Background: an optimization exercise with open tools, aiming at small area. Do not read the settings as production practice.
The RTL was checked by simulation tests, not by an equivalence proof against the original design.
No activity file was given, so power comes from the tool's default toggle rates.

==> design.v <==
package bp_pkg;
  localparam logic [1:0] NPC_SEQ = 2'b00;
  localparam logic [1:0] NPC_BR  = 2'b01;
  localparam logic [1:0] NPC_J   = 2'b10;
  localparam logic [1:0] NPC_JR  = 2'b11;
  localparam logic [1:0] CTR_WNT = 2'b01;
  localparam logic [1:0] CTR_WT  = 2'b10;
  localparam int unsigned TAG_MAX_W = 28;
  typedef struct packed {
    logic                 valid;
    logic [TAG_MAX_W-1:0] tag;
    logic [1:0]           op;
    logic [31:0]          target;
    logic [1:0]           ctr;
  } btb_entry_t;
  localparam btb_entry_t BTB_RESET = {1'b0, {TAG_MAX_W{1'b0}}, NPC_SEQ, 32'h0, CTR_WNT};
  function automatic logic [1:0] ctr_step(input logic [1:0] ctr, input logic taken);
    ctr_step = ctr;
    if (taken && ctr != 2'b11) begin
      ctr_step = ctr + 2'b01;
    end else if (!taken && ctr != 2'b00) begin
      ctr_step = ctr - 2'b01;
    end
  endfunction
endpackage
module bp_ras #(
  parameter int unsigned Depth = 4
) (
  input  logic                   clk,
  input  logic                   rst,
  input  logic                   push_i,
  input  logic                   pop_i,
  input  logic [31:0]            push_data_i,
  output logic [31:0]            top_o,
  output logic [$clog2(Depth):0] count_o
);
  localparam int unsigned PtrW = $clog2(Depth);
  localparam int unsigned CntW = $clog2(Depth) + 1;
  logic [31:0]     stack_q [Depth];
  logic [PtrW-1:0] top_q, top_d;
  logic [CntW-1:0] cnt_q, cnt_d;
  always_comb begin
    top_d = top_q;
    cnt_d = cnt_q;
    if (pop_i && cnt_q != '0) begin
      top_d = top_q - PtrW'(1);
      cnt_d = cnt_q - CntW'(1);
    end
    if (push_i) begin
      top_d = top_d + PtrW'(1);
      if (cnt_d != CntW'(Depth)) begin
        cnt_d = cnt_d + CntW'(1);
      end
    end
  end
  always_ff @(posedge clk or posedge rst) begin
    if (rst) begin
      top_q <= '0;
      cnt_q <= '0;
      for (int i = 0; i < int'(Depth); i++) begin
        stack_q[i] <= '0;
      end
    end else begin
      top_q <= top_d;
      cnt_q <= cnt_d;
      if (push_i) begin
        stack_q[top_d] <= push_data_i;
      end
    end
  end
  assign top_o   = stack_q[top_q];
  assign count_o = cnt_q;
endmodule
import bp_pkg::*;
module branch_predictor #(
  parameter int unsigned ENTRIES   = 32,
  parameter int unsigned RAS_DEPTH = 8
) (
  input  logic        clk,
  input  logic        rst,
  input  logic        req,
  input  logic [31:0] PC_PF,
  input  logic        flush,
  input  logic        upd_valid,
  input  logic [31:0] upd_pc,
  input  logic [1:0]  upd_op,
  input  logic        upd_taken,
  input  logic [31:0] upd_target,
  input  logic        upd_call,
  output logic        pred_valid,
  output logic        pred_hit,
  output logic        pred_taken,
  output logic [31:0] target_addr_final
);
  localparam int unsigned IdxW = $clog2(ENTRIES);
  logic                 btb_valid_q  [ENTRIES];
  logic [TAG_MAX_W-1:0] btb_tag_q    [ENTRIES];
  logic [1:0]           btb_op_q     [ENTRIES];
  logic [31:0]          btb_target_q [ENTRIES];
  logic [1:0]           btb_ctr_q    [ENTRIES];
  logic                 pred_valid_q, pred_hit_q, pred_taken_q;
  logic [31:0]          target_q;
  logic [IdxW-1:0]      lk_idx, up_idx;
  logic [TAG_MAX_W-1:0] lk_tag, up_tag;
  logic                 lk_hit, lk_taken, up_hit, upd_en;
  logic [31:0]          lk_target, lk_jump_target;
  logic [1:0]           up_ctr;
  logic                 lk_valid, up_valid;
  logic [TAG_MAX_W-1:0] lk_etag, up_etag;
  logic [1:0]           lk_op, lk_ctr, up_ctr_old;
  logic [31:0]          lk_etarget;
  logic [31:0]          ras_top;
  logic                 ras_nonempty;
  assign lk_idx = PC_PF[IdxW+1:2];
  assign lk_tag = TAG_MAX_W'(PC_PF[31:IdxW+2]);
  assign up_idx = upd_pc[IdxW+1:2];
  assign up_tag = TAG_MAX_W'(upd_pc[31:IdxW+2]);
  assign lk_valid   = btb_valid_q[lk_idx];
  assign lk_etag    = btb_tag_q[lk_idx];
  assign lk_op      = btb_op_q[lk_idx];
  assign lk_etarget = btb_target_q[lk_idx];
  assign lk_ctr     = btb_ctr_q[lk_idx];
  assign lk_hit = lk_valid && (lk_etag == lk_tag);
  always_comb begin
    lk_taken = 1'b0;
    if (lk_hit) begin
      case (lk_op)
        NPC_BR:        lk_taken = lk_ctr[1];
        NPC_J, NPC_JR: lk_taken = 1'b1;
        default:       lk_taken = 1'b0;
      endcase
    end
  end
  always_comb begin
    lk_jump_target = lk_etarget;
    if (lk_op == NPC_JR && ras_nonempty) begin
      lk_jump_target = ras_top;
    end
    lk_target = lk_taken ? lk_jump_target : (PC_PF + 32'd4);
  end
  always_ff @(posedge clk or posedge rst) begin
    if (rst) begin
      pred_valid_q <= 1'b0;
      pred_hit_q   <= 1'b0;
      pred_taken_q <= 1'b0;
      target_q     <= '0;
    end else begin
      if (flush) begin
        pred_valid_q <= 1'b0;
      end else if (req) begin
        pred_valid_q <= 1'b1;
      end
      if (req) begin
        pred_hit_q   <= lk_hit;
        pred_taken_q <= lk_taken;
        target_q     <= lk_target;
      end
    end
  end
  assign pred_valid        = pred_valid_q;
  assign pred_hit          = pred_hit_q;
  assign pred_taken        = pred_taken_q;
  assign target_addr_final = target_q;
  assign upd_en = upd_valid && (upd_op != NPC_SEQ);
  assign up_valid   = btb_valid_q[up_idx];
  assign up_etag    = btb_tag_q[up_idx];
  assign up_ctr_old = btb_ctr_q[up_idx];
  assign up_hit = up_valid && (up_etag == up_tag);
  always_comb begin
    if (!up_hit) begin
      up_ctr = upd_taken ? CTR_WT : CTR_WNT;
    end else if (upd_op == NPC_BR) begin
      up_ctr = up_ctr_old;
      if (upd_taken && up_ctr_old != 2'b11) begin
        up_ctr = up_ctr_old + 2'b01;
      end else if (!upd_taken && up_ctr_old != 2'b00) begin
        up_ctr = up_ctr_old - 2'b01;
      end
    end else begin
      up_ctr = up_ctr_old;
    end
  end
  always_ff @(posedge clk or posedge rst) begin
    if (rst) begin
      for (int i = 0; i < int'(ENTRIES); i++) begin
        btb_valid_q[i]  <= 1'b0;
        btb_tag_q[i]    <= '0;
        btb_op_q[i]     <= NPC_SEQ;
        btb_target_q[i] <= '0;
        btb_ctr_q[i]    <= CTR_WNT;
      end
    end else if (upd_en) begin
      btb_valid_q[up_idx]  <= 1'b1;
      btb_tag_q[up_idx]    <= up_tag;
      btb_op_q[up_idx]     <= upd_op;
      btb_target_q[up_idx] <= upd_target;
      btb_ctr_q[up_idx]    <= up_ctr;
    end
  end
  logic                      ras_push, ras_pop;
  logic [31:0]               ras_push_data;
  logic [$clog2(RAS_DEPTH):0] ras_count;
  assign ras_push      = upd_en && upd_call;
  assign ras_pop       = upd_en && (upd_op == NPC_JR);
  assign ras_push_data = upd_pc + 32'd8;   
  bp_ras #(
    .Depth (RAS_DEPTH)
  ) u_ras (
    .clk         (clk),
    .rst         (rst),
    .push_i      (ras_push),
    .pop_i       (ras_pop),
    .push_data_i (ras_push_data),
    .top_o       (ras_top),
    .count_o     (ras_count)
  );
  assign ras_nonempty = (ras_count != '0);
endmodule
==> run.sh <==
#!/bin/bash
# synth_recipe.tcl (not shown) runs the flow's synth.tcl, then flattens the netlist and writes it again
# the make line also repeats each setting of config.mk as NAME=value (left out here)
make -C /OpenROAD-flow-scripts/flow DESIGN_CONFIG=/design/flow/config.mk WORK_HOME=/design/flow/orfs CLKGATE_MAP_FILE= SYNTH_SCRIPT=/design/flow/synth_recipe.tcl finish
==> config.mk <==
export PLATFORM = sky130hd
export DESIGN_NAME = branch_predictor
export DESIGN_NICKNAME = branch_predictor
export VERILOG_FILES = /design/flow/design.v
export SDC_FILE = /design/flow/constraint.sdc
export NUM_CORES = 4
export LEC_CHECK = 0
export CAP_MARGIN = 20
export CORE_MARGIN = 2
export CORE_UTILIZATION = 35
export PLACE_DENSITY = 0.5
export SLEW_MARGIN = 20
==> constraint.sdc <==
create_clock -name core_clock -period 6.5 [get_ports {clk}]
set_input_delay 1.3000 -clock core_clock [delete_from_list [all_inputs] [get_ports {clk}]]
set_output_delay 1.3000 -clock core_clock [all_outputs]
set_load 0.01 [all_outputs]
==> notes.md <==
[final cells by class]
cell class	count	area [um2]	share of cell area (%)
tap	4120	5150	3.99
clock inverter	86	1120	0.866
inverter	67	255	0.198
antenna	23	57.6	0.0446
multi-input combinational	6203	48000	37.2
timing repair buffer	966	9500	7.36
sequential	2282	57100	44.3
clock buffer	397	7920	6.13
[worst reg2reg max path, cell delays in order, from the launching register on]
cell and delay (ps):
dfrtp_1 810, o22ai_1 310, nor4_1 750, a31oi_1 380, a21oi_1 360, nand4_1 130
nor3_1 520, buf_4 220, nand4_1 180, buf_12 240, buf_4 180, o41ai_1 440
o2bb2ai_1 110
[worst max path at each step]
stage / from / end / slack [ps] / cells past startpoint
after floorplan: rst / btb_ctr_q[0][1]$_DFFE_PP0P_ / -26480 / 1
after global placement: PC_PF[2] / target_q[7]$_DFFE_PP0P_ / -500 / 19
after detailed placement: PC_PF[2] / target_q[2]$_DFFE_PP0P_ / -430 / 19
after CTS: PC_PF[2] / target_q[2]$_DFFE_PP0P_ / 500 / 19
after global routing: PC_PF[2] / target_q[16]$_DFFE_PP0P_ / 230 / 19
final: PC_PF[3] / target_q[12]$_DFFE_PP0P_ / 260 / 19
[kinds of logic (layout without fill, tap and decap cells)]
family / after synthesis / count (layout) / share of synthesized area [%]
other: 0 / 23 / 0
xor gates and xnor gates: 87 / 87 / 0.703
DFF: 2282 / 2282 / 52.7
and+or+nand+nor: 2299 / 2299 / 10.2
adders and majority gates: 18 / 18 / 0.208
buffers and inverters: 1020 / 1516 / 3.70
AOI/OAI and AO/OA: 1990 / 1990 / 13.7
muxes: 1809 / 1809 / 18.7
[per-layer routing]
metal / up-vias / global-route usage (%) / wire [um] / part of all wire, %
li1: 35900 / - / - / -
met1: 49100 / 50.6 / 250000 / 40
met2: 5990 / 56.6 / 264000 / 42
met4: 46 / 25.0 / 48600 / 7.8
met5: - / 0 / 304 / 0.049
met3: 1855 / 10.2 / 60100 / 9.6
[placed cells by master, fill, tap and decap left out, drive strengths merged, types with 79 or more instances in the layout]
cell type,synthesis,final
clkdlybuf4s50,0,103
dfrtp,2250,2250
a21oi,196,196
a222oi,99,99
a22o,214,214
clkbuf,786,398
mux2i,123,123
a22oi,500,500
mux2,1681,1681
nand2,1056,1056
o21ai,242,242
a31oi,90,90
nand3,203,203
buf,167,862
a2111oi,79,79
a221oi,227,227
nand4,150,150
nor2,317,317
and3,231,231
[stage by stage]
step / cell area (um2) / setup TNS [ps] / cells
6_report: 129000 / 0 / 14100
5_1_grt: 129000 / 0 / 14100
4_1_cts: 129000 / 0 / 14100
3_5_place_dp: 120000 / -11160 / 13600
3_3_place_gp: 120000 / -14010 / 13600
2_1_floorplan: 108000 / - / 9505
[sequential cells by signal, indices dropped and copies added (netlist names)]
signal and count:
btb_target_q 1024, u_ras.stack_q 256, btb_ctr_q 64, btb_tag_q 800
btb_op_q 64, u_ras.cnt_q 4, pred_hit_q 1, pred_valid_q 1
pred_taken_q 1, u_ras.top_q 3, target_q 32, btb_valid_q 32
[power by group through the flow]
stage	registers, W	clock network, W	logic [W]
after detailed placement	0.0199	0	0.00836
final	0.0198	0.0158	0.00856
after global routing	0.0201	0.0165	0.00909
after global placement	0.0199	0	0.00820
after floorplan	0.0190	0	0.00506
after CTS	0.0197	0.0159	0.00839
==> summary.md <==
| Metric | Value |
|---|---|
| Antenna viol nets, final | `0` |
| Number of global-route vias before repair | `89.8k` |
| Max-cap violations | `0` |
| Drt pass-1 iters | `9` |
| Syn-to-layout area delta | `19.2%` |
| Clock network fraction of design power | `35.8%` |
| Final period utilization | `96.0%` |
| Power Internal | `0.0299 W` |
| Share of the synthesized area in the top cell type | `52.0%` |
| Tmin final | `6240 ps` |
| CP startpoint kind | `input port` |
| Crit path max fanout | `14` |
| Core Box Area | `308000 um2` |
| Fmax achieved | `160 MHz` |
| Synth Net Count | `9628` |
| Die area | `314000 um2` |
| Endpoints failing setup | `0` |
| Post-route DRC | `0` |
| CTS hold repair buffers | `0` |
| RSZ-0062 raised after global routing | `no` |
| Rel. slew slack | `11.2%` |
| Synthesized netlist cell count | `9505` |
| Reg2reg setup slack | `1770 ps` |
| Total gr overflow | `0` |
| Final count of hold timing violations | `0` |
| CTS resizes | `0` |
| Chip height | `560 um` |
| Clk sinks | `2282` |
| Sequential Power Share | `44.9%` |
| Ys flop type | `dfrtp_1` |
| Crit path buffers/inverters | `8` |
| Count leader, synth | `dfrtp_1` |
| R2r endpoint | `target_q[12]$_DFFE_PP0P_` |
| Power share of the combinational group | `19.4%` |
| Yosys warnings | `8` |
| Initial antenna violation count | `67` |
| Total GRT Usage | `38.7%` |
| Delay-heaviest family, CP | `buffers and inverters` |
| Clock Path Buffers | `4` |
| Skew final | `65.5 ps` |
| Cell mode on critical path | `buf_4` |
| Total power | `0.0442 W` |
| Largest net degree at the start of global routing | `164` |
| Root Buffer | `clkbuf_16` |
| Layout Nets | `9916` |
| Reg2reg start | `btb_tag_q[0][5]$_DFFE_PP0P_` |
| Clk slew on worst S/H paths | `60 ps` |
| Hold Path End | `btb_target_q[0][12]$_DFFE_PP0P_` |
| Via count | `92.9k` |
| Slew Limit Fails | `0` |
| Outcome | `finished clean` |
| Final RePlAce weighted congestion | `1.06` |
| Synthesized cell area | `108000 um2` |
| Avg WL per Cell | `44.1 um` |
| HPWL Detailed | `414000 um` |
| Fillcell total | `29.2k` |
| Leakage power | `58.0 nW` |
| Worst Path Required | `7280 ps` |
| # Post-CTS Setup Buffers | `0` |
| WHS Path Cells | `2` |
| Worst-Margin Slew | `1320 ps` |
| Cells along the critical path | `clkdlybuf4s50_1 > ha_1 > and3_1 > ha_4 > buf_4 > buf_4 > buf_4 > a222oi_1 > nand4_1 > nor4_1 > buf_4 > o311ai_1 > nor3_1 > buf_4 > nand4_1 > buf_12 > buf_4 > o41ai_1 > o2bb2ai_1` |
| Hold Slack | `472 ps` |
| Inserted Clock Buffers | `273` |
| Core Util, Final | `41.9%` |
| Critical setup path kind | `input port to flip-flop` |
| VDD IR max | `0.232 mV` |
| EDFF count, synth | `0` |
| Sw Share | `32.4%` |
| Top post-synthesis cells by count | `2250 x dfrtp_1, 1681 x mux2_2, 1056 x nand2_1, 785 x clkbuf_1, 500 x a22oi_1` |
| Clk Latency, worst-skew pair | `950 ps` |
| Starting density of the core | `35.1%` |
| IO Pins | `140` |
| # H-tree levels | `5` |
| Hold path start | `btb_target_q[0][12]$_DFFE_PP0P_` |
| TritonCTS clock tree | `built` |
| Seq/Total Area, Yosys | `52.7%` |
| CP arrival | `7020 ps` |
| Distinct cell type count after synthesis | `90` |
| PortBufs | `139` |
| Share of cells above drive strength 1 | `31.9%` |
| Initial DRC Count | `13.2k` |
| Most area-hungry cell type in the Yosys netlist | `dfrtp_1` |
| Synth Area per Inst | `11.4 um2` |
| FF+latch count, synth | `2282` |
| PD cells | `342 nW/um2` |
| R2R depth | `12` |
| Dpl ws | `-430 ps` |
| Worst Hold Class | `flip-flop to flip-flop` |
| Switching power | `0.0143 W` |
| Worst path max stage delay | `670 ps` |
| Dominant cells by area after synthesis | `dfrtp_1 52%, mux2_2 17%, nand2_1 3.7%` |
| Asr flop ratio synth | `100%` |
| Total routed wirelength | `624000 um` |
| Crit path capture type | `flip-flop` |
| Die X | `560 um` |
| Final Worst Setup Slack | `262 ps` |
| Row count | `204` |
| Vias per inst | `6.57` |
| CP max stage cell | `clkdlybuf4s50_1` |
| First-pass GRT wire length | `833000 um` |

-- afterwards: timing with drivers on the ports --
How much do the figures lean on ideal ports? The routed layout below was timed once more, with nothing changed but the port constraints. Step 1 assumes that a clkbuf_16 drives the clock port and a buf_2 every other input. Step 2 adds t to the input delays and takes it off the output delays; t is the mean of the earliest and latest rising clock arrival at the registers after step 1. Input paths then give back, and output paths get back, about the clock's delay inside the block. Slacks: ideal ports / drivers / drivers and shift; pairs: ideal ports / drivers.
shift t [ns]: 1.034
slack for setup (ns): 0.262 / 0.351 / -0.682
hold slack, ns: 0.472 / 0.472 / 0.472
worst setup path after step 2: input to register
worst register clock-pin slew, ns: 0.07 / 0.07
Met with ideal ports but missed after step 2: setup timing in this run. The setup slack of this run moves by +0.089 ns with the drivers and by -0.944 ns with both steps.
